Background: an optimization exercise with open tools, aiming at small area, a short achievable clock period and few clock cycles per item. Do not read the settings as production practice. The RTL was checked by simulation tests, not by an equivalence proof against the original design. Power is estimated from default activity; no workload was simulated.

File: design/flow/design.v
package tgarle_pkg;
  localparam logic [1:0] KIND_HEADER      = 2'd0;
  localparam logic [1:0] KIND_RUN         = 2'd1;
  localparam logic [1:0] KIND_BAD_TYPE    = 2'd2;
  localparam logic [1:0] KIND_UNSUPPORTED = 2'd3;
  localparam logic [7:0] TYPE_TRUECOLOUR = 8'd2;
  localparam logic [7:0] TYPE_RLE        = 8'd10;
  localparam logic [7:0] DEPTH_24        = 8'd24;
  localparam logic [7:0] DEPTH_32        = 8'd32;
  localparam logic [7:0] OPAQUE_ALPHA   = 8'hff;
endpackage
module tgarle_row_div (
  input  logic [15:0] row_in,
  input  logic        c,
  output logic [15:0] dec_one,
  output logic [15:0] dec_c
);
  logic [15:0] low_zero;    
  always_comb begin
    low_zero[0] = 1'b1;
    for (int i = 1; i < 16; i++) begin
      low_zero[i] = ((row_in & ((16'd1 << i) - 16'd1)) == 16'd0);
    end
    for (int i = 0; i < 16; i++) begin
      dec_one[i] = row_in[i] ^ low_zero[i];
      dec_c[i]   = row_in[i] ^ (c && low_zero[i]);
    end
  end
endmodule
module tga_truecolor_rle_decoder_core (
  input  logic        clk,
  input  logic        rst,
  input  logic        byte_valid,
  output logic        byte_stall,
  input  logic [7:0]  data_byte,
  input  logic        start_of_file,
  output logic        result_valid,
  input  logic        result_stall,
  output logic [1:0]  result_kind,
  output logic [31:0] pixel_rgba,
  output logic [15:0] dest_row,
  output logic [15:0] dest_column,
  output logic [7:0]  run_length,
  output logic [15:0] image_width,
  output logic [15:0] image_height,
  output logic        image_done
);
  localparam logic [2:0] PH_IDLE = 3'd0;
  localparam logic [2:0] PH_HDR  = 3'd1;
  localparam logic [2:0] PH_SKIP = 3'd2;
  localparam logic [2:0] PH_PKT  = 3'd3;
  localparam logic [2:0] PH_PIX  = 3'd4;
  logic [2:0]  phase;
  logic [4:0]  hpos;         
  logic [7:0]  cnt;          
  logic [15:0] wid;
  logic [15:0] prow;         
  logic [15:0] pcol;         
  logic        cpend;        
  logic        cwrap;        
  logic [6:0]  cadd;         
  logic [7:0]  crem;         
  logic        rle, alpha, badtype, unsup, prun;
  logic        pend;         
  logic        busy;         
  logic        wk;           
  logic        hold;         
  logic        hdec;         
  logic [6:0]  ra;           
  logic        vld;
  logic [1:0]  kind;
  logic [31:0] rgba;
  logic [15:0] orow;
  logic [7:0]  olen;
  logic        odone;
  logic        hk;           
  logic        w_big;
  logic        accept;
  logic        free;
  logic        complete;
  logic        hdr_emit;
  logic        fire_raw, fire_run, fire;
  assign w_big    = (wid[15:7] != 9'd0);
  assign free     = !vld || !result_stall;
  assign byte_stall = result_stall || hold;
  assign accept   = byte_valid && !byte_stall;
  assign complete = (hpos[1:0] == (alpha ? 2'd3 : 2'd2));
  assign hdr_emit = accept && !start_of_file && (phase == PH_HDR) && (hpos == 5'd17);
  assign fire_raw = accept && !start_of_file && (phase == PH_PIX) && complete && !(rle && prun);
  logic        wrow_zero;
  logic [7:0]  sub1;
  logic        take, iter;
  assign wrow_zero = (prow == 16'd0);
  assign sub1      = {1'b0, ra} - {1'b0, wid[6:0]};
  assign iter      = busy && (wk || free);
  assign take      = iter && !w_big && !sub1[7] && !wrow_zero;
  assign fire_run = pend && free && !(busy && (take || !iter));
  assign fire     = fire_raw || fire_run;
  logic        c_wrap;
  logic [6:0]  t_low;
  logic [16:0] s_add;
  logic [15:0] s_col;
  logic        f_done;
  logic [7:0]  want;
  logic [7:0]  len_done;
  logic [7:0]  f_len;
  logic [15:0] col_next;
  logic [15:0] row_one;      
  logic [15:0] row_fin;      
  always_comb begin
    c_wrap = !crem[7] && (ra >= crem[6:0]);
    t_low  = ra - crem[6:0];                      
    s_add  = {pcol, 1'b1} + {9'd0, cadd, 1'b1};   
    s_col  = s_add[16:1];
    col_next = cwrap ? {9'd0, cadd} : s_col;
    f_done = c_wrap && wrow_zero;
    want   = prun ? cnt : 8'd1;
    len_done = want - {1'b0, t_low};             
    f_len  = f_done ? len_done : want;
  end
  tgarle_row_div u_dec (.row_in (prow), .c (c_wrap), .dec_one (row_one), .dec_c (row_fin));
  logic [6:0] crem_lo;
  logic       crem_big;
  assign crem_lo  = wid[6:0] + ~pcol[6:0];
  assign crem_big = ({1'b0, wid} > ({1'b0, pcol} + 17'd128));
  always_ff @(posedge clk) begin
    crem <= crem_big ? 8'd128 : {1'b0, crem_lo};
  end
  logic set_pend;
  assign set_pend = accept && !start_of_file && (phase == PH_PIX) && complete && rle && prun;
  always_ff @(posedge clk) begin
    if (rst) begin
      phase <= PH_IDLE;
      pend  <= 1'b0;
      cpend <= 1'b0;
      hdec  <= 1'b0;
      busy  <= 1'b0;
      hold  <= 1'b0;
      vld   <= 1'b0;
    end else begin
      if (fire || hdr_emit) begin
        vld <= 1'b1;
      end else if (!result_stall) begin
        vld <= 1'b0;
      end
      hold <= (set_pend || (pend && !fire)) && take;
      if (hdec && free) begin
        hdec <= 1'b0;
        prow <= row_one;
      end
      if (take) begin
        ra   <= sub1[6:0];
        prow <= row_one;
        wk   <= 1'b1;
      end else if (iter) begin
        busy <= 1'b0;
      end
      if (cpend && free) begin
        cpend <= 1'b0;
        pcol  <= col_next;
      end
      if (fire) begin
        pend  <= 1'b0;
        busy  <= 1'b0;
        wk    <= 1'b0;
        prow  <= row_fin;
        cpend <= 1'b1;
        cwrap <= c_wrap;
        cadd  <= c_wrap ? t_low : ra;
      end
      if (accept && start_of_file) begin
        cnt   <= data_byte;
        hpos  <= 5'd1;
        phase <= PH_HDR;
        busy  <= 1'b0;
        wk    <= 1'b0;
      end else if (accept) begin
        case (phase)
          PH_HDR: begin
            case (hpos)
              5'd1:  unsup <= (data_byte != 8'd0);
              5'd2: begin
                rle     <= (data_byte == tgarle_pkg::TYPE_RLE);
                badtype <= (data_byte != tgarle_pkg::TYPE_TRUECOLOUR) &&
                           (data_byte != tgarle_pkg::TYPE_RLE);
              end
              5'd12: wid[7:0]   <= data_byte;
              5'd13: wid[15:8]  <= data_byte;
              5'd14: prow[7:0]  <= data_byte;
              5'd15: prow[15:8] <= data_byte;
              5'd16: begin
                alpha <= (data_byte == tgarle_pkg::DEPTH_32);
                unsup <= unsup || ((data_byte != tgarle_pkg::DEPTH_24) &&
                                   (data_byte != tgarle_pkg::DEPTH_32));
              end
              default: begin
              end
            endcase
            if (hpos == 5'd17) begin
              hpos <= 5'd0;
              rgba <= 32'd0;
              ra   <= 7'd0;
              prun <= 1'b0;
              pcol <= 16'd0;
              hdec <= 1'b1;
              if (badtype || unsup || (wid == 16'd0) || (prow == 16'd0)) begin
                phase <= PH_IDLE;
              end else if (cnt != 8'd0) begin
                phase <= PH_SKIP;
              end else begin
                phase <= rle ? PH_PKT : PH_PIX;
              end
            end else begin
              hpos <= hpos + 5'd1;
            end
          end
          PH_SKIP: begin
            cnt <= cnt - 8'd1;
            if (cnt == 8'd1) begin
              phase <= rle ? PH_PKT : PH_PIX;
            end
          end
          PH_PKT: begin
            cnt   <= {1'b0, data_byte[6:0]} + 8'd1;
            prun  <= data_byte[7];
            phase <= PH_PIX;
            busy  <= data_byte[7];
            ra    <= data_byte[7] ? data_byte[6:0] : 7'd0;
          end
          PH_PIX: begin
            case (hpos[1:0])
              2'd0: rgba[15:8]  <= data_byte;
              2'd1: rgba[23:16] <= data_byte;
              2'd2: begin
                rgba[31:24] <= data_byte;
                if (!alpha) rgba[7:0] <= tgarle_pkg::OPAQUE_ALPHA;
              end
              default: rgba[7:0] <= data_byte;
            endcase
            if (!complete) begin
              hpos <= hpos + 5'd1;
            end else begin
              hpos <= 5'd0;
              if (rle && prun) begin
                pend  <= 1'b1;
                phase <= PH_PKT;
              end else if (rle) begin
                if (cnt == 8'd1) begin
                  phase <= PH_PKT;
                end else begin
                  cnt <= cnt - 8'd1;
                end
              end
            end
          end
          default: begin
          end
        endcase
      end
      if (fire && f_done && !(accept && start_of_file)) begin
        phase <= PH_IDLE;
      end
    end
  end
  always_ff @(posedge clk) begin
    if (hdr_emit) begin
      hk    <= 1'b1;
      kind  <= badtype ? tgarle_pkg::KIND_BAD_TYPE :
               unsup   ? tgarle_pkg::KIND_UNSUPPORTED : tgarle_pkg::KIND_HEADER;
      orow  <= 16'd0;
      olen  <= 8'd0;
      odone <= !badtype && !unsup && ((wid == 16'd0) || (prow == 16'd0));
    end else if (fire) begin
      hk    <= 1'b0;
      kind  <= tgarle_pkg::KIND_RUN;
      if (!wk) orow <= prow;
      olen  <= f_len;
      odone <= f_done;
    end else if (take && !wk) begin
      orow  <= prow;
    end
  end
  assign result_valid = vld;
  assign result_kind  = kind;
  assign pixel_rgba   = rgba;
  assign dest_row     = orow;
  assign dest_column  = pcol;
  assign run_length   = olen;
  assign image_width  = hk ? wid : 16'd0;
  assign image_height = hk ? prow : 16'd0;
  assign image_done   = odone;
endmodule
File: design/flow/flow/run.sh
#!/bin/bash
# The standard layout, with plain buf_1 cells as the port buffers (the
# default picks a clkdlybuf4s50_1 delay cell for every port).  Repair still
# upsizes any port buffer that timing needs.
set -euo pipefail
export BUFFER_PORTS_ARGS="-buffer_cell sky130_fd_sc_hd__buf_1"
bash standard.sh > standard_flow.log 2>&1
File: design/flow/standard.sh
#!/bin/bash
# synth_recipe.tcl (not shown) runs the flow's synth.tcl, then flattens the netlist and writes it again
# the make line also repeats each setting of config.mk as NAME=value (left out here)
make -C /OpenROAD-flow-scripts/flow DESIGN_CONFIG=/design/flow/config.mk WORK_HOME=/design/flow/orfs CLKGATE_MAP_FILE= SYNTH_SCRIPT=/design/flow/synth_recipe.tcl "${@:-finish}"
File: design/flow/config.mk
export PLATFORM = sky130hd
export DESIGN_NAME = tga_truecolor_rle_decoder_core
export DESIGN_NICKNAME = tga_truecolor_rle_decoder_core
export VERILOG_FILES = /design/flow/design.v
export SDC_FILE = /design/flow/constraint.sdc
export NUM_CORES = 4
export LEC_CHECK = 0
export CAP_MARGIN = 20
export CORE_MARGIN = 2
export CORE_UTILIZATION = 40
export CTS_BUF_LIST = sky130_fd_sc_hd__clkbuf_8
export SETUP_SLACK_MARGIN = 4.2
export SLEW_MARGIN = 20
File: design/flow/constraint.sdc
create_clock -name core_clock -period 7.5 [get_ports {clk}]
set_input_delay 1.5000 -clock core_clock [delete_from_list [all_inputs] [get_ports {clk}]]
set_output_delay 1.5000 -clock core_clock [all_outputs]
set_load 0.01 [all_outputs]
==> flow_metrics.py, run 1 <==
metrics = {
    "status": {
        "status": "finished clean",
    },
    "power": {
        "power_switching_uw": 598,
        "p_seq_share_pct": 51.3,
        "p_comb_share_pct": 12.4,
        "p_leak_nw": 4.24,
        "vdd.ir_drop.worst_v": 0.000104,
        "p_int_mw": 1.32,
        "switching_share_pct": 31.1,
        "pwr_density_cell_mw_per_mm2": 173,
        "clkPwrFrac_pct": 36.3,
    },
    "cells_and_area": {
        "mostFrequentLayoutCell": "buf_1",
        "syn2layout_area_growth_pct": 15.3,
        "regArea_mm2": 0.00436,
        "layout-drive-gt1-share_pct": 7.51,
        "fill_cells": 2302,
        "nNetsFinal": 1184,
        "fin_area_mm2": 0.0111,
        "multi_input_area_mm2": 0.00502,
        "final_cell_mix": "119 x buf_1, 117 x edfxtp_1, 89 x nor2_1",
        "n_antenna_cell": 0,
    },
    "global_routing": {
        "overflow": 0,
        "grt_pass1_vias": 7392,
        "antenna_found_initial": 0,
        "grt_usage_pct": 21.2,
        "grt_pass1_wl_mm": 42.1,
        "grt_max_degree": 40,
    },
    "timing": {
        "tightest_slew_ns": 1.02,
        "setup_violations": 0,
        "slew_viol_final": 0,
        "setup_ws_ns": 4.11,
        "max-slew-margin-rel_pct": 32.0,
        "period_share_pct": 45.2,
        "skew_ns": 0.0244,
        "finalSetupTns_ns": 0,
        "period_minus_slack_ns": 3.39,
        "fmax_mhz": 295,
        "fin_hold_ws_ns": 0.484,
        "rsz0062_at_grt": "true",
        "hold_viol_final": 0,
    },
    "clocking": {
        "cts_tree": "yes",
        "worst_skew_pair.late_latency_ns": 0.49,
        "clock-sinks": 159,
        "path_clk_slew_ns": 0.11,
        "clk_path_buf_depth": 2,
        "htreeDepth": 4,
        "cts_root_buffer": "clkbuf_8",
        "cts_buffers": 17,
    },
    "synthesis": {
        "yosys_warnings": 2,
        "synth_seq_area_share_pct": 45.2,
        "synthArstFlopShare_pct": 0,
        "synthFlopType": "edfxtp_1",
        "synth_cell_types": 69,
        "synth_nets": 1062,
        "synth_area_mm2": 0.00963,
        "syn_avg_cell_area_um2": 9.79,
        "yosys_register_bits": 159,
        "synth_edf_count": 117,
        "syn_inst": 983,
    },
    "route": {
        "vias": 7935,
        "drt_iter0_markers": 636,
        "avgViaCountPerCell": 5.52,
        "avgRoutedWirePerCell_um": 19.0,
        "drcViolationCount": 0,
        "totalWireLength_mm": 27.3,
        "dr.pass1.iters": 6,
        "ant_nets": 0,
    },
    "critical_path": {
        "crit_path_top_delay_cell": "buf_2",
        "critPathMaxStageDelay_ns": 0.13,
        "setup.worst_path.start_class": "input pin",
        "cp-end-kind": "output port",
        "required_ns": 6.00,
        "crit_type": "input pin to output port",
        "worstPathArrival_ns": 1.89,
        "path_cells": "buf_12 -> nor2_4 -> inv_1 -> buf_2",
        "path_max_fanout": 4,
    },
    "worst_hold_path": {
        "hold_path_class": "flop to flop",
    },
    "place": {
        "portBuffers": 121,
        "gp_congestion": 0.892,
        "place_ws_ns": 3.24,
        "dp_hpwl_mm": 19.7,
        "placed_area_mm2": 0.0104,
    },
    "floorplan": {
        "fp.dieH_um": 159,
        "coreArea_mm2": 0.0235,
        "start_util_pct": 40.9,
        "die_w_um": 159,
        "io_pins": 122,
        "dieArea_mm2": 0.0253,
        "rows": 56,
    },
    "flow_run": {
        "drv_cap": 0,
    },
}
==> power groups by stage <==
stage / sequential (mW) / combinational (mW) / clock, mW
2_1_floorplan: 0.998 / 0.165 / 0
3_5_place_dp: 1.01 / 0.226 / 0
5_1_grt: 0.989 / 0.266 / 0.748
4_1_cts: 0.985 / 0.230 / 0.714
3_3_place_gp: 1.01 / 0.222 / 0
6_report: 0.986 / 0.238 / 0.698
==> flip-flops by register name, indices dropped and copies added (netlist names), 2 cells and up <==
register  count
hpos          5
ra            7
wid          16
olen          8
crem          8
rgba         32
phase         3
pcol         16
orow         16
prow         16
kind          2
cnt           8
cadd          7
==> cell type report <==
class                           count  share of cell area, %
Multi-Input combinational cell    723                   45.3
Tap cell                          319                   3.60
Timing Repair Buffer              139                   5.58
Sequential cell                   159                   39.2
Clock buffer                       17                   2.11
Inverter                           65                   2.20
Clock inverter                     15                   2.02
==> worst paths after layout <==
path              depth (start not counted)    startpoint  slack [ns]    endpoint
setup / recovery                          4  result_stall        4.11  byte_stall
hold / removal                            2       olen[2]        0.48     olen[2]
setup reg to reg                         13         ra[0]        4.35     olen[7]
hold reg to reg                           2       olen[2]        0.48     olen[2]
==> per-stage QoR <==
step           utilization [%]  instances  power [mW]
6_report                  47.1       1437        1.92
5_1_grt                   47.1       1437        2.00
4_1_cts                   46.4       1427        1.93
3_5_place_dp              44.2       1392        1.23
3_3_place_gp              44.2       1392        1.23
2_1_floorplan                -        983        1.16
==> cells by family (layout without fill, tap and decap cells) <==
| logic type | count (synthesis) | after routing | share of synthesized area (%) |
|---|---|---|---|
| xor+xnor | 52 | 52 | 4.73 |
| compound gates | 240 | 241 | 16.1 |
| fa+ha+maj | 66 | 66 | 8.97 |
| simple gates | 341 | 341 | 18.5 |
| mux | 23 | 23 | 2.39 |
| buf+inv | 102 | 236 | 4.11 |
| flops | 159 | 159 | 45.2 |
==> worst max-delay path: cells and delay by family <==
family                 cells  cell delay [ns]
AND/OR/NAND/NOR            1             0.09
buffers and inverters      3             0.29
==> synthesized netlist by cell type (4+ instances only) <==
master    count  area, um2
a31oi_1      17        106
o21ai_1       6       30.0
o21ai_0      44        220
nor3_1       23        115
nand2_1      67        251
o31ai_1       9       67.6
a21oi_1      65        325
mux2i_1      23        230
nand2b_1      5       31.3
edfxtp_1    117       3510
and2_1       43        269
xnor2_1      31        272
o211ai_1     11       82.6
nor4b_1       5       43.8
a21o_1       16        120
nor4_1        9       56.3
nand3_1      24        120
fa_1          5        100
xor2_1       21        184
o21a_1       16        120
a21boi_0      4       30.0
a32oi_1       4       35.0
buf_2         4       20.0
o21bai_1      6       45.0
and3_1       21        131
a211oi_1     12       90.1
dfxtp_1      42        841
nor2_1       92        345
ha_1         61        763
clkbuf_1     31        116
nand4_1       9       56.3
inv_1        65        244
nor2b_1      12       75.1
o22ai_1       5       31.3
or3_1         6       37.5
==> routing by layer <==
metal	share of wire, %	track usage [%]
met1	46	29.6
met2	47	34.4
met3	5.8	3.46
met4	1.5	5.58
met5	0	0
==> timing repair <==
action | 4_1_cts | 5_1_grt
gates cloned | 0 | 1
gates resized for setup | 12 | 15
endpoints found under the setup margin | 76 | 39
pin swaps | 2 | 4
buffers inserted | 3 | 9
hold buffers | 0 | 0
Testbench counts, summed over its fixed seeds: cycles 128,614, bytes 128,035.
==> run 2, diff against run 1 <==
--- a/design/flow/config.mk
+++ b/design/flow/config.mk
@@ -9,5 +9,5 @@
 export CORE_MARGIN = 2
 export CORE_UTILIZATION = 40
 export CTS_BUF_LIST = sky130_fd_sc_hd__clkbuf_8
-export SETUP_SLACK_MARGIN = 4.2
+export SETUP_SLACK_MARGIN = 4.1
 export SLEW_MARGIN = 20
==> run 2 against run 1 <==
  * Highest routed layer unchanged
  * Clock skew down 0.0058 ns
  * Critical path depth unchanged
  * Fmax up 0.49%
  * Critical path type unchanged
  * Non-clock buffer count down 1
  * Via count down 0.10%
  * Global-route usage down 0.44 points
  * Cell count about the same
  * Combinational power about the same
  * Clock-buffer cell count unchanged
  * Still clean
  * Largest power group unchanged
==> flow_metrics.py, run 2 <==
metrics = {
    "status": {
        "status": "finished clean",
    },
    "timing": {
        "skew_ns": 0.0186,
        "period_share_pct": 44.9,
        "max-slew-margin-rel_pct": 29.9,
        "setup_violations": 0,
        "tightest_slew_ns": 1.05,
        "fmax_mhz": 297,
        "slew_viol_final": 0,
        "period_minus_slack_ns": 3.37,
        "finalSetupTns_ns": 0,
        "hold_viol_final": 0,
        "rsz0062_at_grt": "false",
    },
    "critical_path": {
        "critPathMaxStageDelay_ns": 0.13,
        "worstPathArrival_ns": 1.87,
        "path_max_fanout": 5,
        "crit_type": "input pin to output port",
        "path_cells": "buf_6 -> nor2_4 -> inv_1 -> buf_2",
        "crit_path_top_delay_cell": "buf_2",
        "cp-end-kind": "output port",
        "r2r_start": "ra[0]",
        "required_ns": 6.00,
        "startpoint": "result_stall",
        "ff2ff_setup_slack_ns": 4.30,
        "setup.worst_path.start_class": "input pin",
    },
    "place": {
        "gp_congestion": 0.901,
        "portBuffers": 121,
        "dp_hpwl_mm": 19.4,
    },
    "power": {
        "pwr_density_cell_mw_per_mm2": 171,
        "p_leak_nw": 4.22,
        "finalPower_mw": 1.89,
        "vdd.ir_drop.worst_v": 0.000104,
    },
    "cells_and_area": {
        "utilization_pct": 46.9,
        "largest_register": "rgba",
        "multi_input_area_mm2": 0.00499,
        "mostFrequentLayoutCell": "buf_1",
        "regArea_mm2": 0.00436,
        "n_antenna_cell": 0,
        "syn2layout_area_growth_pct": 14.6,
        "nNetsFinal": 1183,
        "fill_cells": 2311,
        "largest_reg_flops": 32,
        "final_cell_mix": "119 x buf_1, 117 x edfxtp_1, 89 x nor2_1",
        "layout-drive-gt1-share_pct": 7.25,
    },
    "synthesis": {
        "synth_nets": 1062,
        "synth_top_area_share_pct": 36.5,
        "syn_avg_cell_area_um2": 9.79,
        "synth_area_leaders": "edfxtp_1 36%, dfxtp_1 8.7%, ha_1 7.9%, nor2_1 3.6%, a21oi_1 3.4%",
        "syn_inst": 983,
        "synthArstFlopShare_pct": 0,
        "synth_area_mm2": 0.00963,
        "synth.most_common_cell": "edfxtp_1",
        "synth_seq_area_share_pct": 45.2,
        "synthFlopType": "edfxtp_1",
        "yosys_register_bits": 159,
        "yosys.area.top_type": "edfxtp_1",
        "synth_commonest_cells": "117 x edfxtp_1, 92 x nor2_1, 67 x nand2_1",
        "yosys_warnings": 2,
        "synth_cell_types": 69,
        "synth_edf_count": 117,
    },
    "route": {
        "drt_iter0_markers": 586,
        "avgRoutedWirePerCell_um": 18.6,
        "avgViaCountPerCell": 5.52,
        "totalWireLength_mm": 26.7,
        "ant_nets": 0,
        "vias": 7927,
        "drcViolationCount": 0,
        "dr.pass1.iters": 5,
    },
    "clocking": {
        "holdBufCountCts": 0,
        "clk_path_buf_depth": 2,
        "cts_buffers": 17,
        "clock-sinks": 159,
        "path_clk_slew_ns": 0.10,
        "cts_root_buffer": "clkbuf_8",
        "htreeDepth": 4,
        "cts_tree": "yes",
        "worst_skew_pair.late_latency_ns": 0.48,
    },
    "floorplan": {
        "rows": 56,
        "fp.dieH_um": 159,
        "start_util_pct": 40.9,
        "coreArea_mm2": 0.0235,
        "die_w_um": 159,
        "io_pins": 122,
        "dieArea_mm2": 0.0253,
    },
    "global_routing": {
        "grt_max_degree": 40,
        "antenna_found_initial": 0,
        "grt_usage_pct": 20.8,
        "grt_pass1_wl_mm": 41.5,
        "overflow": 0,
        "grt_pass1_vias": 7492,
    },
    "worst_hold_path": {
        "hold_start": "olen[2]",
        "hold_path_class": "flop to flop",
    },
    "flow_run": {
        "drv_cap": 0,
    },
}
==> run 2: report_power, final <==
group / internal [mW] / leakage, nW / switching [mW]
Combinational: 0.0920 / 2.48 / 0.144
Clock: 0.260 / 0.211 / 0.407
Sequential: 0.962 / 1.52 / 0.0240
==> run 2: metrics by stage <==
step / hold slack, ns / instance area (um2) / instances / setup slack [ns]
global placement: 0.443 / 10400 / 1392 / 3.29
global route: 0.489 / 11000 / 1436 / 4.08
detailed placement: 0.447 / 10400 / 1392 / 3.22
floorplan: 0.457 / 9640 / 983 / 4.11
finish: 0.455 / 11000 / 1436 / 4.13
CTS: 0.461 / 10900 / 1426 / 4.04
==> run 2: worst paths after layout <==
kind                 to  cells after the start
max          byte_stall                      4
min             olen[2]                      2
max reg2reg     olen[7]                     13
min reg2reg     olen[2]                      2
==> run 2: cells by family (layout without fill, tap and decap cells) <==
logic type | Yosys count | in the layout | share of synthesized area, %
AOI/OAI and AO/OA | 240 | 241 | 16.1
xor gates and xnor gates | 52 | 52 | 4.73
adders and majority gates | 66 | 66 | 8.97
buffers and inverters | 102 | 235 | 4.11
DFF | 159 | 159 | 45.2
muxes | 23 | 23 | 2.39
and+or+nand+nor | 341 | 341 | 18.5
==> run 2: layout make-up <==
cell class,instances,share of cell area [%]
Clock buffer,17,2.12
Timing Repair Buffer,138,5.47
Tap cell,319,3.62
Inverter,65,2.21
Sequential cell,159,39.5
Multi-Input combinational cell,723,45.2
Clock inverter,15,1.88
==> run 2: worst max-delay path: cells and delay by family <==
family,cells,cell delay (ns)
simple gates,1,0.08
buf+inv,3,0.28
==> run 2: repair_timing <==
| item | 4_1_cts | 5_1_grt |
|---|---|---|
| pin swaps | 2 | 3 |
| gates resized for setup | 11 | 14 |
| setup buffers | 2 | 9 |
| cloned | 0 | 1 |
| endpoints found under the setup margin | 50 | 63 |
==> run 2: routing by layer <==
metal / up-vias / wire [um] / share of wire [%] / track usage [%]
met4: 0 / 742 / 2.8 / 7.11
met5: - / 0 / 0 / 0
li1: 3823 / - / - / -
met3: 53 / 1550 / 5.8 / 3.23
met2: 257 / 12100 / 45 / 32.9
met1: 3794 / 12300 / 46 / 29.0
==> run 3, diff against run 2 <==
--- a/design/flow/flow/run.sh
+++ b/design/flow/flow/run.sh
@@ -4,4 +4,6 @@
 # upsizes any port buffer that timing needs.
 set -euo pipefail
 export BUFFER_PORTS_ARGS="-buffer_cell sky130_fd_sc_hd__buf_1"
+# byte_stall follows result_stall through one gate: keep their pins together
+export PLACE_PINS_ARGS="-group_pins {result_stall byte_stall}"
 bash standard.sh > standard_flow.log 2>&1
==> run 3 against run 2 <==
  * Still clean on timing, DRC and antenna
  * Critical path type unchanged
  * Core utilization barely moved
  * Clock-buffer cell count unchanged
  * Worst hold slack about the same
  * Setup slack got worse by 0.0013 ns
  * Fmax about the same
  * Design area hardly changed
  * Die area unchanged
  * Highest routed layer unchanged
  * Sequential share of layout area hardly changed
==> flow_metrics.py, run 3 <==
metrics = {
    "status": {
        "status": "finished clean",
    },
    "synthesis": {
        "synth_cell_types": 69,
        "synth_area_leaders": "edfxtp_1 36%, dfxtp_1 8.7%, ha_1 7.9%, nor2_1 3.6%, a21oi_1 3.4%",
        "syn_inst": 983,
        "yosys_warnings": 2,
        "synth_top_area_share_pct": 36.5,
        "synth_seq_area_share_pct": 45.2,
        "yosys_register_bits": 159,
        "synth_area_mm2": 0.00963,
        "synth_commonest_cells": "117 x edfxtp_1, 92 x nor2_1, 67 x nand2_1",
        "synthFlopType": "edfxtp_1",
        "synth_nets": 1062,
        "syn_avg_cell_area_um2": 9.79,
        "synth_edf_count": 117,
        "yosys.area.top_type": "edfxtp_1",
        "synthArstFlopShare_pct": 0,
        "synth.most_common_cell": "edfxtp_1",
    },
    "critical_path": {
        "ff2ff_setup_slack_ns": 4.23,
        "crit_type": "input pin to output port",
        "reg2reg_depth": 12,
        "worstPathArrival_ns": 1.87,
        "reg2reg_to": "olen[7]",
        "cp-end-kind": "output port",
        "cp_top_family": "buffers and inverters",
        "critPathMaxStageDelay_ns": 0.13,
        "setup.worst_path.start_class": "input pin",
        "path_max_fanout": 5,
        "r2r_start": "ra[1]",
        "crit_path_top_delay_cell": "buf_2",
        "path_cells": "buf_6 -> nor2_4 -> inv_1 -> buf_2",
        "required_ns": 6.00,
        "worst-path-buf-inv": 3,
    },
    "global_routing": {
        "overflow": 0,
        "grt_pass1_wl_mm": 41.4,
        "grt_usage_pct": 20.8,
        "grt_pass1_vias": 7366,
        "grt_max_degree": 41,
        "antenna_found_initial": 0,
    },
    "cells_and_area": {
        "regArea_mm2": 0.00436,
        "multi_input_area_mm2": 0.00498,
        "nNetsFinal": 1186,
        "final_cell_mix": "119 x buf_1, 117 x edfxtp_1, 89 x nor2_1",
        "stdcell_count": 1439,
        "mostFrequentLayoutCell": "buf_1",
        "layout-drive-gt1-share_pct": 7.23,
        "syn2layout_area_growth_pct": 14.5,
        "largest_register": "rgba",
        "fill_cells": 2311,
        "largest_reg_flops": 32,
        "n_antenna_cell": 0,
    },
    "timing": {
        "max-slew-margin-rel_pct": 30.1,
        "period_share_pct": 44.9,
        "setup_violations": 0,
        "period_minus_slack_ns": 3.37,
        "skew_ns": 0.0168,
        "finalSetupTns_ns": 0,
        "fmax_mhz": 297,
        "slew_viol_final": 0,
        "rsz0062_at_grt": "false",
        "tightest_slew_ns": 1.05,
        "hold_viol_final": 0,
    },
    "clocking": {
        "cts_root_buffer": "clkbuf_8",
        "cts_buffers": 17,
        "clock-sinks": 159,
        "clk_path_buf_depth": 2,
        "htreeDepth": 4,
        "worst_skew_pair.late_latency_ns": 0.49,
        "holdBufCountCts": 0,
        "path_clk_slew_ns": 0.10,
        "cts_tree": "yes",
    },
    "floorplan": {
        "dieArea_mm2": 0.0253,
        "die_w_um": 159,
        "coreArea_mm2": 0.0235,
        "io_pins": 122,
        "rows": 56,
        "fp.dieH_um": 159,
        "start_util_pct": 40.9,
    },
    "place": {
        "portBuffers": 121,
        "dp.cells": 1393,
        "dp_hpwl_mm": 19.3,
        "gp_congestion": 0.887,
    },
    "power": {
        "finalPower_mw": 1.89,
        "p_leak_nw": 4.23,
        "vdd.ir_drop.worst_v": 0.0000941,
        "pwr_density_cell_mw_per_mm2": 171,
    },
    "worst_hold_path": {
        "hold_start": "olen[2]",
        "min_to": "olen[2]",
        "hold_path_class": "flop to flop",
        "holdPathStages": 2,
    },
    "route": {
        "totalWireLength_mm": 27.0,
        "drcViolationCount": 0,
        "avgRoutedWirePerCell_um": 18.8,
        "vias": 7968,
        "dr.pass1.iters": 6,
        "avgViaCountPerCell": 5.54,
        "drt_iter0_markers": 694,
        "ant_nets": 0,
    },
    "flow_run": {
        "drv_cap": 0,
    },
}
## run 3: cell families after synthesis
| group | count (synthesis) | share of synthesized area (%) |
|---|---|---|
| buffers and inverters | 102 | 4.11 |
| flip-flops | 159 | 45.2 |
| AO/OA/AOI/OAI | 240 | 16.1 |
| adder cells (fa/ha/maj) | 66 | 8.97 |
| multiplexers | 23 | 2.39 |
| XOR/XNOR | 52 | 4.73 |
| AND/OR/NAND/NOR | 341 | 18.5 |
## run 3: how the worst max path moves through the flow
stage / start / to / slack [ns] / cells past startpoint
floorplan: result_stall / wid[0] / 4.11 / 5
global placement: byte_valid / prow[4] / 3.28 / 8
detailed placement: byte_valid / prow[4] / 3.18 / 8
CTS: byte_valid / prow[4] / 4.01 / 8
global route: ra[1] / olen[7] / 4.04 / 12
finish: result_stall / byte_stall / 4.13 / 4
## run 3: layout make-up
type / instances / area share [%]
Clock buffer: 17 / 2.12
Clock inverter: 15 / 1.68
Inverter: 65 / 2.21
Multi-Input combinational cell: 723 / 45.2
Sequential cell: 159 / 39.5
Tap cell: 319 / 3.62
Timing Repair Buffer: 141 / 5.68
## run 3: tightest hold or removal path, stage by stage (launching register included)
cell and delay, ns:
dfxtp_1 0.32, nand2_1 0.05, a21oi_1 0.05
## run 3: what timing repair did
item,CTS,global route
setup endpoints to repair,51,63
cloned,0,1
buffers inserted,2,11
resized for setup,9,12
pin swaps,2,3
## run 3: where the power goes
part	internal [mW]	switching, mW
sequential	0.962	0.0237
clock	0.258	0.409
combinational	0.0929	0.145
## run 3: metal layers
metal / vias up / wire length, um / GRT usage, %
li1: 3833 / - / -
met1: 3803 / 12500 / 29.4
met2: 292 / 12300 / 33.0
met3: 40 / 1660 / 3.67
met4: 0 / 509 / 5.79
met5: - / 0 / 0
## run 3: through the flow
| stage | instance area [um2] | setup slack [ns] | hold slack, ns | utilization [%] |
|---|---|---|---|---|
| floorplan | 9640 | 4.11 | 0.457 | - |
| global route | 11000 | 4.04 | 0.492 | 46.8 |
| detailed placement | 10400 | 3.18 | 0.446 | 44.2 |
| finish | 11000 | 4.13 | 0.455 | 46.8 |
| CTS | 10900 | 4.01 | 0.458 | 46.2 |
| global placement | 10400 | 3.28 | 0.446 | 44.2 |
==> run 4, diff against run 3 <==
--- a/design/flow/design.v
+++ b/design/flow/design.v
@@ -68,7 +68,6 @@
   logic        hdec;         
   logic [6:0]  ra;           
   logic        vld;
-  logic [1:0]  kind;
   logic [31:0] rgba;
   logic [15:0] orow;
   logic [7:0]  olen;
@@ -265,14 +264,11 @@
   always_ff @(posedge clk) begin
     if (hdr_emit) begin
       hk    <= 1'b1;
-      kind  <= badtype ? tgarle_pkg::KIND_BAD_TYPE :
-               unsup   ? tgarle_pkg::KIND_UNSUPPORTED : tgarle_pkg::KIND_HEADER;
       orow  <= 16'd0;
       olen  <= 8'd0;
       odone <= !badtype && !unsup && ((wid == 16'd0) || (prow == 16'd0));
     end else if (fire) begin
       hk    <= 1'b0;
-      kind  <= tgarle_pkg::KIND_RUN;
       if (!wk) orow <= prow;
       olen  <= f_len;
       odone <= f_done;
@@ -281,7 +277,9 @@
     end
   end
   assign result_valid = vld;
-  assign result_kind  = kind;
+  assign result_kind  = !hk     ? tgarle_pkg::KIND_RUN :
+                        badtype ? tgarle_pkg::KIND_BAD_TYPE :
+                        unsup   ? tgarle_pkg::KIND_UNSUPPORTED : tgarle_pkg::KIND_HEADER;
   assign pixel_rgba   = rgba;
   assign dest_row     = orow;
   assign dest_column  = pcol;
==> run 4 against run 3 <==
  * Still clean on timing, DRC and antenna
  * Fmax is 2.8% lower
  * Critical path depth is 1 lower
  * Synthesized cell count is 2.8% higher
  * Clock skew is 0.012 ns higher
  * First-iteration DRC count is 20% lower
  * Design area is 0.86% lower
  * Area after synthesis is 0.29% higher
  * Non-clock buffer count is 3 lower
  * Wire length is 0.68% lower
  * Largest cell class unchanged
==> flow_metrics.py, run 4 <==
metrics = {
    "clocking": {
        "clock-sinks": 157,
        "htreeDepth": 4,
        "clk_path_buf_depth": 2,
        "holdBufCountCts": 0,
        "cts_root_buffer": "clkbuf_8",
        "worst_skew_pair.late_latency_ns": 0.48,
        "path_clk_slew_ns": 0.09,
        "cts_tree": "yes",
        "cts_buffers": 17,
    },
    "place": {
        "dp_hpwl_mm": 19.8,
        "gp_congestion": 0.866,
        "portBuffers": 121,
        "place_ws_ns": 3.32,
        "placed_area_mm2": 0.0104,
    },
    "route": {
        "avgViaCountPerCell": 5.44,
        "drcViolationCount": 0,
        "ant_nets": 0,
        "vias": 7931,
        "drt_iter0_markers": 554,
        "dr.pass1.iters": 5,
        "avgRoutedWirePerCell_um": 18.4,
        "totalWireLength_mm": 26.8,
    },
    "critical_path": {
        "path_max_fanout": 5,
        "crit_type": "input pin to output port",
        "cp-end-kind": "output port",
        "worstPathArrival_ns": 1.97,
        "critPathMaxStageDelay_ns": 0.24,
        "required_ns": 6.00,
        "crit_path_top_delay_cell": "or2_4",
        "cp_top_family": "simple AND/OR/NAND/NOR gates",
        "worst-path-buf-inv": 2,
        "path_cells": "buf_8 -> or2_4 -> buf_6",
        "setup.worst_path.start_class": "input pin",
    },
    "floorplan": {
        "die_w_um": 159,
        "coreArea_mm2": 0.0236,
        "start_util_pct": 40.9,
        "rows": 56,
        "fp.dieH_um": 159,
        "dieArea_mm2": 0.0254,
        "io_pins": 122,
    },
    "timing": {
        "tightest_slew_ns": 1.11,
        "fmax_mhz": 288,
        "setup_ws_ns": 4.03,
        "slew_viol_final": 0,
        "rsz0062_at_grt": "true",
        "setup_violations": 0,
        "max-slew-margin-rel_pct": 25.2,
        "period_minus_slack_ns": 3.47,
        "finalSetupTns_ns": 0,
        "skew_ns": 0.0284,
        "period_share_pct": 46.2,
        "hold_viol_final": 0,
    },
    "cells_and_area": {
        "nNetsFinal": 1205,
        "regArea_mm2": 0.00430,
        "fin_area_mm2": 0.0109,
        "multi_input_area_mm2": 0.00502,
        "largest_register": "rgba",
        "fill_cells": 2329,
        "final_cell_mix": "119 x buf_1, 115 x edfxtp_1, 106 x nor2_1",
        "layout-drive-gt1-share_pct": 8.79,
        "syn2layout_area_growth_pct": 13.2,
        "largest_reg_flops": 32,
        "utilization_pct": 46.3,
        "mostFrequentLayoutCell": "buf_1",
        "n_antenna_cell": 0,
    },
    "global_routing": {
        "grt_pass1_vias": 7542,
        "grt_usage_pct": 21.1,
        "antenna_found_initial": 0,
        "grt_max_degree": 40,
        "grt_pass1_wl_mm": 42.2,
        "overflow": 0,
    },
    "flow_run": {
        "drv_cap": 0,
    },
    "synthesis": {
        "synth.most_common_cell": "edfxtp_1",
        "synth_area_mm2": 0.00965,
        "synth_edf_count": 115,
        "synthFlopType": "edfxtp_1",
        "syn_inst": 1011,
        "synth_cell_types": 83,
        "yosys.area.top_type": "edfxtp_1",
        "yosys_warnings": 2,
        "synth_seq_area_share_pct": 44.5,
        "yosys_register_bits": 157,
        "synth_top_area_share_pct": 35.8,
        "synth_commonest_cells": "115 x edfxtp_1, 107 x nor2_1, 94 x nand2_1",
        "synthArstFlopShare_pct": 0,
        "syn_avg_cell_area_um2": 9.55,
        "synth_area_leaders": "edfxtp_1 36%, dfxtp_1 8.7%, ha_1 7.9%, nor2_1 4.2%, a21oi_1 4.0%",
        "synth_nets": 1090,
    },
    "power": {
        "pwr_density_cell_mw_per_mm2": 172,
        "p_leak_nw": 4.03,
        "vdd.ir_drop.worst_v": 0.000104,
    },
    "worst_hold_path": {
        "hold_path_class": "flop to flop",
    },
    "status": {
        "status": "finished clean",
    },
}
==> run 4: power breakdown <==
group | total, mW | internal [mW] | leakage [nW] | switching (mW)
sequential | 0.973 | 0.950 | 1.40 | 0.0232
combinational | 0.251 | 0.104 | 2.43 | 0.147
clock | 0.651 | 0.275 | 0.197 | 0.377
total | 1.88 | 1.33 | 4.03 | 0.547
==> run 4: cell families after synthesis <==
logic type | share of synthesized area, %
and+or+nand+nor | 20.6
muxes | 0.829
AOI/OAI and AO/OA | 16.0
adders and majority gates | 8.94
xor gates and xnor gates | 4.80
buffers and inverters | 4.35
DFF | 44.5
==> run 4: cell type report <==
cell class / count / share of cell area, %
multi-input combinational: 752 / 46.0
sequential: 157 / 39.3
timing repair buffer: 138 / 5.50
tap: 319 / 3.65
clock buffer: 17 / 2.14
inverter: 60 / 2.06
clock inverter: 14 / 1.37
==> run 4: through the flow <==
step	power, mW	instances	hold slack, ns
2_1_floorplan	1.16	1011	0.457
3_3_place_gp	1.22	1418	0.444
3_5_place_dp	1.23	1418	0.448
4_1_cts	1.87	1449	0.461
5_1_grt	1.95	1457	0.479
6_report	1.88	1457	0.460
==> run 4: worst reg2reg max path: cells and delay by family, from the launching register on <==
family                   cells  cell delay (ns)
adder cells (fa/ha/maj)      1             0.30
buffers and inverters        1             0.26
AO/OA/AOI/OAI                2             0.62
AND/OR/NAND/NOR              2             1.22
flip-flops                   1             0.52
==> run 4: path summary, 6_finish.rpt <==
| path | startpoint | end | slack [ns] | cells after the start |
|---|---|---|---|---|
| max reg2reg | hpos[1] | rgba[20] | 4.24 | 6 |
| max | result_stall | byte_stall | 4.03 | 3 |
| min | olen[0] | olen[0] | 0.46 | 2 |
| min reg2reg | olen[0] | olen[0] | 0.46 | 2 |
==> run 4: what timing repair did <==
item                       CTS  global route
setup endpoints to repair   81            63
setup buffers                0             8
gates resized for setup     18            11
pin swaps                    2             5
==> run 4: routing by layer <==
layer / GRT usage [%] / up-vias / part of all wire [%]
li1: - / 3856 / -
met1: 29.6 / 3795 / 47
met2: 32.6 / 239 / 45
met3: 4.74 / 41 / 6.1
met4: 6.61 / 0 / 2.3
met5: 0 / - / 0
Testbench counts of run 4, summed over its fixed seeds: cycles 128,614, bytes 128,035.
==> run 5, diff against run 4 <==
==> design/flow/flow/run.sh (replaced) <==
#!/bin/bash
# The standard layout, with plain buf_1 cells as the port buffers (the
# default picks a clkdlybuf4s50_1 delay cell for every port).  Repair still
# upsizes any port buffer that timing needs.
set -euo pipefail
export BUFFER_PORTS_ARGS="-buffer_cell sky130_fd_sc_hd__buf_1"
bash standard.sh > standard_flow.log 2>&1
==> run 5 against run 4 <==
  * Critical path depth stayed put
  * Cell count down 0.21%
  * Worst hold slack barely moved
  * Die area did not move
  * Setup slack got worse by 0.0043 ns
  * Core utilization grew 0.095 points
  * Register-to-register slack better by 0.04 ns
  * Sequential cell count unchanged
  * Synthesized cell count is the same
  * Combinational power is 2% lower
  * Clock skew shrank 0.010 ns
  * Critical endpoint unchanged
==> flow_metrics.py, run 5 <==
metrics = {
    "synthesis": {
        "synthArstFlopShare_pct": 0,
        "synth.most_common_cell": "edfxtp_1",
        "synth_area_leaders": "edfxtp_1 36%, dfxtp_1 8.7%, ha_1 7.9%, nor2_1 4.2%, a21oi_1 4.0%",
        "yosys_warnings": 2,
        "synth_area_mm2": 0.00965,
        "syn_avg_cell_area_um2": 9.55,
        "synth_commonest_cells": "115 x edfxtp_1, 107 x nor2_1, 94 x nand2_1",
        "syn_inst": 1011,
        "synth_cell_types": 83,
        "synthFlopType": "edfxtp_1",
        "synth_top_area_share_pct": 35.8,
        "synth_seq_area_share_pct": 44.5,
        "synth_edf_count": 115,
        "synth_nets": 1090,
        "yosys_register_bits": 157,
        "yosys.area.top_type": "edfxtp_1",
    },
    "timing": {
        "period_share_pct": 46.3,
        "hold_viol_final": 0,
        "slew_viol_final": 0,
        "setup_violations": 0,
        "period_minus_slack_ns": 3.47,
        "finalSetupTns_ns": 0,
        "tightest_slew_ns": 0.974,
        "setup_ws_ns": 4.03,
        "fmax_mhz": 288,
        "rsz0062_at_grt": "true",
        "skew_ns": 0.0180,
        "fin_hold_ws_ns": 0.459,
        "max-slew-margin-rel_pct": 34.3,
    },
    "route": {
        "dr.pass1.iters": 5,
        "drcViolationCount": 0,
        "routed.top_layer": "met4",
        "totalWireLength_mm": 26.8,
        "wl_met3_mm": 1.48,
        "ant_nets": 0,
        "avgViaCountPerCell": 5.42,
        "avgRoutedWirePerCell_um": 18.4,
        "wl_met2_mm": 12.4,
        "drt_iter0_markers": 548,
        "vias": 7878,
        "wl_met1_mm": 12.5,
    },
    "power": {
        "vdd.ir_drop.worst_v": 0.000107,
        "p_leak_nw": 4.00,
        "finalPower_mw": 1.89,
        "pwr_density_cell_mw_per_mm2": 172,
    },
    "critical_path": {
        "path_max_fanout": 5,
        "cp_top_family": "simple AND/OR/NAND/NOR gates",
        "worstPathArrival_ns": 1.97,
        "cp-end-kind": "output port",
        "critPathMaxStageDelay_ns": 0.24,
        "path_cells": "buf_8 -> or2_4 -> buf_6",
        "crit_path_top_delay_cell": "or2_4",
        "worst-path-buf-inv": 2,
        "crit_type": "input pin to output port",
        "required_ns": 6.00,
        "setup.worst_path.start_class": "input pin",
    },
    "clocking": {
        "cts_buffers": 17,
        "path_clk_slew_ns": 0.10,
        "htreeDepth": 4,
        "holdBufCountCts": 0,
        "cts_root_buffer": "clkbuf_8",
        "worst_skew_pair.late_latency_ns": 0.49,
        "cts_tree": "yes",
        "clock-sinks": 157,
        "clk_path_buf_depth": 2,
    },
    "place": {
        "dp_hpwl_mm": 19.7,
        "place_ws_ns": 3.34,
        "portBuffers": 121,
        "placed_area_mm2": 0.0104,
        "dp.cells": 1418,
        "gp_congestion": 0.863,
    },
    "floorplan": {
        "start_util_pct": 40.9,
        "io_pins": 122,
        "dieArea_mm2": 0.0254,
        "die_w_um": 159,
        "rows": 56,
        "fp.dieH_um": 159,
        "coreArea_mm2": 0.0236,
    },
    "cells_and_area": {
        "mostFrequentLayoutCell": "buf_1",
        "largest_register": "rgba",
        "layout-drive-gt1-share_pct": 8.55,
        "fill_cells": 2332,
        "nNetsFinal": 1201,
        "regArea_mm2": 0.00430,
        "final_cell_mix": "119 x buf_1, 115 x edfxtp_1, 106 x nor2_1",
        "stdcell_count": 1454,
        "syn2layout_area_growth_pct": 13.4,
        "utilization_pct": 46.4,
        "multi_input_area_mm2": 0.00503,
        "largest_reg_flops": 32,
        "fin_area_mm2": 0.0109,
        "n_antenna_cell": 0,
    },
    "worst_hold_path": {
        "hold_path_class": "flop to flop",
    },
    "global_routing": {
        "grt_pass1_vias": 7543,
        "antenna_found_initial": 0,
        "overflow": 0,
        "grt_max_degree": 40,
        "grt_usage_pct": 21.2,
        "grt_pass1_wl_mm": 42.3,
    },
    "status": {
        "status": "finished clean",
    },
    "flow_run": {
        "drv_cap": 0,
    },
}
run 5: cell type report:
cell class,instances,area share (%)
Timing Repair Buffer,134,5.21
Sequential cell,157,39.2
Clock buffer,17,2.14
Inverter,60,2.06
Multi-Input combinational cell,752,45.9
Clock inverter,15,1.79
Tap cell,319,3.65
run 5: path summary, 6_finish.rpt:
kind / from / depth (start not counted) / slack (ns) / to
hold reg to reg: orow[7] / 2 / 0.46 / orow[7]
setup reg to reg: ra[0] / 14 / 4.28 / olen[7]
setup / recovery: result_stall / 3 / 4.03 / byte_stall
hold / removal: orow[7] / 2 / 0.46 / orow[7]
run 5: layer usage:
metal / global-route usage (%) / up-vias
met5: 0 / -
met4: 5.08 / 0
met3: 4.17 / 23
met2: 33.9 / 223
met1: 29.7 / 3773
li1: - / 3859
run 5: kinds of logic (layout without fill, tap and decap cells):
logic type,Yosys count,count (layout),share of synthesized area [%]
adder cells (fa/ha/maj),66,66,8.94
AND/OR/NAND/NOR,385,385,20.6
flip-flops,157,157,44.5
buffers and inverters,102,226,4.35
XOR/XNOR,52,52,4.80
multiplexers,8,8,0.829
AO/OA/AOI/OAI,241,241,16.0
run 5: worst register-to-register path, delay by kind of cell, from the launching register on:
kind            cells  cell delay, ns
fa+ha+maj           3            0.84
xor+xnor            2            0.31
flops               1            0.41
simple gates        1            0.31
buf+inv             2            0.17
compound gates      6            1.06
run 5: repair_timing:
item / 4_1_cts / 5_1_grt
buffers inserted: 0 / 4
pin swaps: 2 / 4
resized for setup: 14 / 15
endpoints found under the setup margin: 85 / 72
endpoints found under the hold margin: 0 / 0
run 5: power by group:
group | switching [mW] | total (mW) | internal [mW]
combinational | 0.143 | 0.245 | 0.101
clock | 0.409 | 0.668 | 0.260
sequential | 0.0238 | 0.973 | 0.950
total | 0.576 | 1.89 | 1.31
==> run 6, diff against run 5 <==
--- a/design/flow/config.mk
+++ b/design/flow/config.mk
@@ -9,5 +9,5 @@
 export CORE_MARGIN = 2
 export CORE_UTILIZATION = 40
 export CTS_BUF_LIST = sky130_fd_sc_hd__clkbuf_8
-export SETUP_SLACK_MARGIN = 4.1
+export SETUP_SLACK_MARGIN = 4.2
 export SLEW_MARGIN = 20
==> run 6 against run 5 <==
  * Still clean
  * Sequential power barely moved
  * Core utilization grew 0.19 points
  * Clock-buffer cell count unchanged
  * Clock power rose by 1%
  * Sequential cell count is the same
  * Global-route usage shrank 0.53 points
  * Cell count hardly changed
  * Wire length decreased by 2.1%
  * Setup slack better by 0.0048 ns
  * Area after synthesis unchanged
  * Critical endpoint unchanged
  * Largest cell class unchanged
  * Largest power group unchanged
==> flow_metrics.py, run 6 <==
metrics = {
    "timing": {
        "skew_ns": 0.0260,
        "setup_violations": 0,
        "hold_viol_final": 0,
        "rsz0062_at_grt": "true",
        "tightest_slew_ns": 0.995,
        "finalSetupTns_ns": 0,
        "slew_viol_final": 0,
        "max-slew-margin-rel_pct": 32.8,
        "period_minus_slack_ns": 3.47,
        "fmax_mhz": 288,
        "period_share_pct": 46.2,
    },
    "floorplan": {
        "dieArea_mm2": 0.0254,
        "io_pins": 122,
        "start_util_pct": 40.9,
        "fp.dieH_um": 159,
        "die_w_um": 159,
        "coreArea_mm2": 0.0236,
        "rows": 56,
    },
    "critical_path": {
        "reg2reg_to": "olen[7]",
        "reg2reg_depth": 14,
        "path_max_fanout": 3,
        "crit_type": "input pin to output port",
        "cp-end-kind": "output port",
        "setup.worst_path.start_class": "input pin",
        "endpoint": "byte_stall",
        "required_ns": 6.00,
        "r2r_start": "ra[0]",
        "worstPathArrival_ns": 1.97,
        "startpoint": "result_stall",
        "ff2ff_setup_slack_ns": 4.28,
    },
    "global_routing": {
        "grt_usage_pct": 20.7,
        "antenna_found_initial": 0,
        "grt_max_degree": 40,
        "overflow": 0,
        "grt_pass1_vias": 7509,
        "grt_pass1_wl_mm": 41.5,
    },
    "clocking": {
        "path_clk_slew_ns": 0.10,
        "worst_skew_pair.late_latency_ns": 0.49,
        "htreeDepth": 4,
        "clock-sinks": 157,
        "cts_buffers": 17,
        "cts_tree": "yes",
        "clk_path_buf_depth": 2,
        "cts_root_buffer": "clkbuf_8",
        "holdBufCountCts": 0,
    },
    "route": {
        "vias": 7902,
        "avgViaCountPerCell": 5.43,
        "avgRoutedWirePerCell_um": 18.0,
        "totalWireLength_mm": 26.2,
        "dr.pass1.iters": 5,
        "ant_nets": 0,
        "drt_iter0_markers": 567,
        "drcViolationCount": 0,
    },
    "synthesis": {
        "synth_top_area_share_pct": 35.8,
        "synth_area_leaders": "edfxtp_1 36%, dfxtp_1 8.7%, ha_1 7.9%, nor2_1 4.2%, a21oi_1 4.0%",
        "syn_avg_cell_area_um2": 9.55,
        "yosys.area.top_type": "edfxtp_1",
        "synth_area_mm2": 0.00965,
        "yosys_warnings": 2,
        "synth_commonest_cells": "115 x edfxtp_1, 107 x nor2_1, 94 x nand2_1",
        "synth.most_common_cell": "edfxtp_1",
        "syn_inst": 1011,
        "yosys_register_bits": 157,
        "synthFlopType": "edfxtp_1",
        "synth_cell_types": 83,
        "synth_edf_count": 115,
        "synth_seq_area_share_pct": 44.5,
        "synthArstFlopShare_pct": 0,
        "synth_nets": 1090,
    },
    "worst_hold_path": {
        "hold_path_class": "flop to flop",
    },
    "cells_and_area": {
        "mostFrequentLayoutCell": "buf_1",
        "fin_area_mm2": 0.0110,
        "syn2layout_area_growth_pct": 13.9,
        "final_cell_mix": "119 x buf_1, 115 x edfxtp_1, 105 x nor2_1",
        "largest_reg_flops": 32,
        "nNetsFinal": 1202,
        "fill_cells": 2310,
        "n_antenna_cell": 0,
        "layout-drive-gt1-share_pct": 8.71,
        "largest_register": "rgba",
    },
    "place": {
        "gp_congestion": 0.868,
        "portBuffers": 121,
        "placed_area_mm2": 0.0104,
        "dp_hpwl_mm": 19.5,
    },
    "power": {
        "p_leak_nw": 4.04,
        "vdd.ir_drop.worst_v": 0.0000967,
        "finalPower_mw": 1.90,
        "pwr_density_cell_mw_per_mm2": 172,
    },
    "status": {
        "status": "finished clean",
    },
    "flow_run": {
        "drv_cap": 0,
    },
}
[run 6: cell families (layout without fill, tap and decap cells)]
| logic type | Yosys count | after routing | synth area share, % |
|---|---|---|---|
| multiplexers | 8 | 8 | 0.829 |
| XOR/XNOR | 52 | 52 | 4.80 |
| adder cells (fa/ha/maj) | 66 | 66 | 8.94 |
| flip-flops | 157 | 157 | 44.5 |
| AO/OA/AOI/OAI | 241 | 241 | 16.0 |
| buffers and inverters | 102 | 227 | 4.35 |
| AND/OR/NAND/NOR | 385 | 385 | 20.6 |
[run 6: per-stage QoR]
| step | utilization (%) | setup slack, ns | hold slack (ns) | cells |
|---|---|---|---|---|
| 2_1_floorplan | - | 4.09 | 0.457 | 1011 |
| 6_report | 46.6 | 4.03 | 0.454 | 1455 |
| 4_1_cts | 46.2 | 4.02 | 0.456 | 1452 |
| 5_1_grt | 46.6 | 4.01 | 0.487 | 1455 |
| 3_5_place_dp | 44.1 | 3.52 | 0.442 | 1418 |
| 3_3_place_gp | 44.1 | 3.62 | 0.441 | 1418 |
[run 6: repair_timing]
item                                    4_1_cts  5_1_grt
resized for setup                            16       14
pin swaps                                     3        5
endpoints found under the setup margin       79       81
buffers inserted                              2        3
[run 6: layout make-up]
class                           instances  area (um2)  area share [%]
Clock buffer                           17         234            2.13
Clock inverter                         15         201            1.83
Inverter                               60         225            2.05
Multi-Input combinational cell        752        5060            46.0
Sequential cell                       157        4300            39.1
Tap cell                              319         399            3.63
Timing Repair Buffer                  135         578            5.26
[run 6: worst min path at each step]
stage	from	to	slack [ns]	cells past startpoint
3_3_place_gp	olen[0]	olen[0]	0.44	2
5_1_grt	orow[9]	orow[9]	0.49	2
2_1_floorplan	cpend	cpend	0.46	2
4_1_cts	olen[0]	olen[0]	0.46	2
3_5_place_dp	olen[0]	olen[0]	0.44	2
6_report	olen[0]	olen[0]	0.45	2
[run 6: per-layer routing]
layer | up-vias | wire [um] | track usage [%]
met5 | - | 0 | 0
met4 | 0 | 428 | 5.95
met3 | 31 | 1530 | 3.75
met2 | 234 | 12000 | 32.9
met1 | 3775 | 12200 | 29.0
li1 | 3862 | - | -
[run 6: power breakdown]
group	total, mW	switching [mW]	internal [mW]	leakage, nW
Sequential	0.973	0.0235	0.950	1.40
Combinational	0.246	0.144	0.102	2.42
Clock	0.677	0.413	0.264	0.215
Total	1.90	0.580	1.32	4.04
[run 6: critical path, stage by stage]
cell and delay [ns]:
buf_8 0.11, or2_4 0.24, buf_6 0.12
==> run 7, diff against run 6 <==
--- a/design/flow/design.v
+++ b/design/flow/design.v
@@ -51,7 +51,7 @@
   localparam logic [2:0] PH_PKT  = 3'd3;
   localparam logic [2:0] PH_PIX  = 3'd4;
   logic [2:0]  phase;
-  logic [4:0]  hpos;         
+  logic [1:0]  hpos;         
   logic [7:0]  cnt;          
   logic [15:0] wid;
   logic [15:0] prow;         
@@ -83,8 +83,8 @@
   assign free     = !vld || !result_stall;
   assign byte_stall = result_stall || hold;
   assign accept   = byte_valid && !byte_stall;
-  assign complete = (hpos[1:0] == (alpha ? 2'd3 : 2'd2));
-  assign hdr_emit = accept && !start_of_file && (phase == PH_HDR) && (hpos == 5'd17);
+  assign complete = (hpos == (alpha ? 2'd3 : 2'd2));
+  assign hdr_emit = accept && !start_of_file && (phase == PH_HDR) && (cnt == 8'd0);
   assign fire_raw = accept && !start_of_file && (phase == PH_PIX) && complete && !(rle && prun);
   logic        wrow_zero;
   logic [7:0]  sub1;
@@ -168,26 +168,27 @@
         cadd  <= c_wrap ? t_low : ra;
       end
       if (accept && start_of_file) begin
-        cnt   <= data_byte;
-        hpos  <= 5'd1;
+        {prun, ra} <= data_byte;
+        cnt   <= 8'd16;
         phase <= PH_HDR;
         busy  <= 1'b0;
         wk    <= 1'b0;
       end else if (accept) begin
         case (phase)
           PH_HDR: begin
-            case (hpos)
-              5'd1:  unsup <= (data_byte != 8'd0);
-              5'd2: begin
+            cnt <= cnt - 8'd1;
+            case (cnt)
+              8'd16: unsup <= (data_byte != 8'd0);
+              8'd15: begin
                 rle     <= (data_byte == tgarle_pkg::TYPE_RLE);
                 badtype <= (data_byte != tgarle_pkg::TYPE_TRUECOLOUR) &&
                            (data_byte != tgarle_pkg::TYPE_RLE);
               end
-              5'd12: wid[7:0]   <= data_byte;
-              5'd13: wid[15:8]  <= data_byte;
-              5'd14: prow[7:0]  <= data_byte;
-              5'd15: prow[15:8] <= data_byte;
-              5'd16: begin
+              8'd5:  wid[7:0]   <= data_byte;
+              8'd4:  wid[15:8]  <= data_byte;
+              8'd3:  prow[7:0]  <= data_byte;
+              8'd2:  prow[15:8] <= data_byte;
+              8'd1:  begin
                 alpha <= (data_byte == tgarle_pkg::DEPTH_32);
                 unsup <= unsup || ((data_byte != tgarle_pkg::DEPTH_24) &&
                                    (data_byte != tgarle_pkg::DEPTH_32));
@@ -195,8 +196,9 @@
               default: begin
               end
             endcase
-            if (hpos == 5'd17) begin
-              hpos <= 5'd0;
+            if (cnt == 8'd0) begin
+              cnt  <= {prun, ra};
+              hpos <= 2'd0;
               rgba <= 32'd0;
               ra   <= 7'd0;
               prun <= 1'b0;
@@ -204,13 +206,11 @@
               hdec <= 1'b1;
               if (badtype || unsup || (wid == 16'd0) || (prow == 16'd0)) begin
                 phase <= PH_IDLE;
-              end else if (cnt != 8'd0) begin
+              end else if ({prun, ra} != 8'd0) begin
                 phase <= PH_SKIP;
               end else begin
                 phase <= rle ? PH_PKT : PH_PIX;
               end
-            end else begin
-              hpos <= hpos + 5'd1;
             end
           end
           PH_SKIP: begin
@@ -227,7 +227,7 @@
             ra    <= data_byte[7] ? data_byte[6:0] : 7'd0;
           end
           PH_PIX: begin
-            case (hpos[1:0])
+            case (hpos)
               2'd0: rgba[15:8]  <= data_byte;
               2'd1: rgba[23:16] <= data_byte;
               2'd2: begin
@@ -237,9 +237,9 @@
               default: rgba[7:0] <= data_byte;
             endcase
             if (!complete) begin
-              hpos <= hpos + 5'd1;
+              hpos <= hpos + 2'd1;
             end else begin
-              hpos <= 5'd0;
+              hpos <= 2'd0;
               if (rle && prun) begin
                 pend  <= 1'b1;
                 phase <= PH_PKT;
--- a/design/flow/config.mk
+++ b/design/flow/config.mk
@@ -9,5 +9,5 @@
 export CORE_MARGIN = 2
 export CORE_UTILIZATION = 40
 export CTS_BUF_LIST = sky130_fd_sc_hd__clkbuf_8
-export SETUP_SLACK_MARGIN = 4.2
+export SETUP_SLACK_MARGIN = 4.1
 export SLEW_MARGIN = 20
==> run 7 against run 6 <==
  * Clock power fell by 6.2%
  * Global-route usage fell by 0.11 points
  * Core utilization fell by 0.64 points
  * Critical path depth rose by 1
  * Register-to-register slack got worse by 0.05 ns
  * Fmax rose by 1.4%
  * Die area fell by 2.0%
  * Area after synthesis fell by 2.0%
  * Clock skew fell by 0.0060 ns
  * Synthesized cell count fell by 4.8%
  * Clock-buffer cell count did not move
  * Worst hold slack improved by 0.051 ns
  * Critical path type unchanged
  * Critical endpoint unchanged
==> flow_metrics.py, run 7 <==
metrics = {
    "status": {
        "status": "finished clean",
    },
    "clocking": {
        "worst_skew_pair.late_latency_ns": 0.47,
        "cts_root_buffer": "clkbuf_8",
        "cts_buffers": 17,
        "clk_path_buf_depth": 2,
        "holdBufCountCts": 0,
        "htreeDepth": 4,
        "cts_tree": "yes",
        "clock-sinks": 154,
        "path_clk_slew_ns": 0.09,
    },
    "timing": {
        "setup_violations": 0,
        "period_share_pct": 45.6,
        "fin_hold_ws_ns": 0.504,
        "slew_viol_final": 0,
        "rsz0062_at_grt": "true",
        "skew_ns": 0.0201,
        "max-slew-margin-rel_pct": 32.5,
        "period_minus_slack_ns": 3.42,
        "hold_viol_final": 0,
        "fmax_mhz": 293,
        "finalSetupTns_ns": 0,
        "tightest_slew_ns": 1.01,
    },
    "synthesis": {
        "yosys.area.top_type": "edfxtp_1",
        "syn_avg_cell_area_um2": 9.83,
        "synthSimpleGateAreaFrac_pct": 19.9,
        "syn_inst": 962,
        "synth_area_leaders": "edfxtp_1 36%, dfxtp_1 8.9%, ha_1 8.2%, nor2_1 4.6%, and2_1 3.2%",
        "synth_top_family_by_area": "simple AND/OR/NAND/NOR gates",
        "synth_cell_types": 80,
        "synth_edf_count": 112,
        "synth.most_common_cell": "nor2_1",
        "synthFlopType": "edfxtp_1",
        "yosys_warnings": 2,
        "synth_seq_area_share_pct": 44.4,
        "synth_area_mm2": 0.00946,
        "muxShareOfSynthArea_pct": 3.03,
        "synth-xor-area-share_pct": 5.19,
        "synth_compound_area_share_pct": 13.7,
        "yosys.area_share.adder_pct": 9.26,
        "synth_commonest_cells": "117 x nor2_1, 112 x edfxtp_1, 63 x nand2_1",
        "synth_top_area_share_pct": 35.6,
        "yosys_register_bits": 154,
        "synth_nets": 1042,
        "synthArstFlopShare_pct": 0,
    },
    "cells_and_area": {
        "utilization_pct": 45.9,
        "largest_reg_flops": 32,
        "final_cell_mix": "119 x buf_1, 116 x nor2_1, 112 x edfxtp_1",
        "n_antenna_cell": 0,
        "layout-drive-gt1-share_pct": 8.19,
        "nNetsFinal": 1154,
        "mostFrequentLayoutCell": "buf_1",
        "stdcell_count": 1406,
        "fin_area_mm2": 0.0107,
        "syn2layout_area_growth_pct": 13.3,
        "largest_register": "rgba",
    },
    "critical_path": {
        "r2r_start": "prow[0]",
        "worstPathArrival_ns": 1.92,
        "ff2ff_setup_slack_ns": 4.23,
        "crit_type": "input pin to output port",
        "path_max_fanout": 5,
        "crit_path_top_delay_cell": "nor2_4",
        "reg2reg_to": "cadd[6]",
        "setup.worst_path.start_class": "input pin",
        "cp-end-kind": "output port",
        "required_ns": 6.00,
        "reg2reg_depth": 9,
        "critPathMaxStageDelay_ns": 0.12,
        "path_cells": "buf_12 -> nor2_4 -> inv_2 -> buf_6",
    },
    "route": {
        "dr.pass1.iters": 6,
        "avgViaCountPerCell": 5.33,
        "drcViolationCount": 0,
        "totalWireLength_mm": 25.5,
        "drt_iter0_markers": 524,
        "avgRoutedWirePerCell_um": 18.1,
        "vias": 7501,
        "ant_nets": 0,
    },
    "global_routing": {
        "grt_usage_pct": 20.6,
        "overflow": 0,
        "grt_pass1_vias": 7062,
        "grt_pass1_wl_mm": 39.1,
        "grt_max_degree": 40,
        "antenna_found_initial": 0,
    },
    "floorplan": {
        "rows": 56,
        "die_w_um": 158,
        "dieArea_mm2": 0.0249,
        "io_pins": 122,
        "fp.dieH_um": 158,
        "start_util_pct": 40.5,
        "coreArea_mm2": 0.0233,
    },
    "power": {
        "pwr_density_cell_mw_per_mm2": 174,
        "vdd.ir_drop.worst_v": 0.000110,
        "p_leak_nw": 4.13,
    },
    "flow_run": {
        "drv_cap": 0,
    },
    "worst_hold_path": {
        "min_to": "hdec",
        "holdPathStages": 2,
        "hold_path_class": "flop to flop",
        "hold_start": "hdec",
    },
    "place": {
        "gp_congestion": 0.888,
        "placed_area_mm2": 0.0102,
        "dp_hpwl_mm": 18.3,
        "portBuffers": 121,
        "dp.cells": 1368,
    },
}
## run 7: cell count changes after synthesis, sizes merged, moves of 8 or more
cell and delta:
nand2 -29, a21oi -21, mux2i +15, clkbuf +11
o21ai -11, o31ai -11, buf -9, o22ai -9
a31oi -8
## run 7: power by group
group          internal, mW  leakage (nW)  total (mW)  switching, mW
combinational         0.108          2.50       0.262          0.154
sequential            0.934          1.43       0.962         0.0283
clock                 0.253         0.198       0.635          0.382
## run 7: through the flow
stage | power, mW | worst slack, ns
floorplan | 1.16 | 4.13
global route | 1.94 | 4.06
global placement | 1.23 | 3.44
CTS | 1.87 | 3.96
detailed placement | 1.24 | 3.35
finish | 1.86 | 4.08
## run 7: repair_timing
item	4_1_cts	5_1_grt
setup buffers	0	6
gates resized for setup	4	16
cloned	0	0
pin swaps	0	3
setup endpoints to repair	60	35
## run 7: cell families after synthesis
| kind of cell | after synthesis |
|---|---|
| and+or+nand+nor | 356 |
| AOI/OAI and AO/OA | 196 |
| DFF | 154 |
| buffers and inverters | 105 |
| adders and majority gates | 67 |
| xor gates and xnor gates | 56 |
| muxes | 28 |
## run 7: layout make-up
cell class | count | area (um2)
inverter | 60 | 226
tap | 319 | 399
clock inverter | 15 | 171
clock buffer | 17 | 234
timing repair buffer | 138 | 618
multi-input combinational | 703 | 4860
fill | 2259 | 12600
sequential | 154 | 4210
## run 7: critical path, delay by kind of cell
family                 cells  cell delay, ns
buffers and inverters      3            0.29
and+or+nand+nor            1            0.12
## run 7: per-layer routing
metal	share of wire (%)	track usage (%)	wire, um	vias up
li1	-	-	-	3669
met1	47	29.0	12000	3582
met2	45	31.8	11500	218
met3	6.1	4.19	1570	32
met4	1.9	6.36	496	0
met5	0	0	0	-
## run 7: worst max path at each step
stage,startpoint,to,slack [ns],depth (start not counted)
6_report,result_stall,byte_stall,4.08,4
5_1_grt,result_stall,byte_stall,4.06,4
4_1_cts,result_stall,byte_stall,3.96,4
3_5_place_dp,result_stall,pcol[7],3.35,9
3_3_place_gp,result_stall,prow[8],3.44,9
2_1_floorplan,start_of_file,prow[12],4.13,8
Testbench counts of run 7, summed over its fixed seeds: cycles 128,614, bytes 128,035.

static timing again, ports no longer ideal:
No port has a modelled driver above. Below, the same layouts with a new extraction and two added sets of constraints. Step 1 sets driving cells, clkbuf_16 on the clock port and buf_2 on the other inputs (assumed; they add their load-dependent delay and slew). Step 2 also shifts input and output timing later by t, the mid clock arrival at the registers, as if the neighbouring blocks saw the same clock. Slacks: no drivers / after step 1 / after step 2; pairs: no drivers / after step 1.
run | t (ns) | setup slack, ns | latest minus earliest clock arrival (ns) | worst register clock-pin slew, ns | worst data-port slew with drivers (ns)
run 1 | 0.526 | 4.113 / 4.065 / 3.691 | 0.025 / 0.025 | 0.12 / 0.12 | 0.06
run 2 | 0.514 | 4.130 / 4.098 / 3.692 | 0.027 / 0.026 | 0.12 / 0.12 | 0.04
run 3 | 0.522 | 4.129 / 4.097 / 3.675 | 0.018 / 0.017 | 0.11 / 0.11 | 0.04
run 4 | 0.512 | 4.033 / 3.978 / 3.658 | 0.028 / 0.029 | 0.11 / 0.11 | 0.07
run 5 | 0.522 | 4.029 / 3.976 / 3.689 | 0.024 / 0.025 | 0.12 / 0.12 | 0.07
run 6 | 0.520 | 4.034 / 3.978 / 3.654 | 0.027 / 0.027 | 0.12 / 0.12 | 0.07
run 7 | 0.504 | 4.082 / 4.017 / 3.670 | 0.020 / 0.021 | 0.11 / 0.11 | 0.09
After both steps setup and hold are still met in every run listed. The setup slack of run 3, which loses most, moves by -0.032 ns with the drivers and by -0.454 ns with both steps.
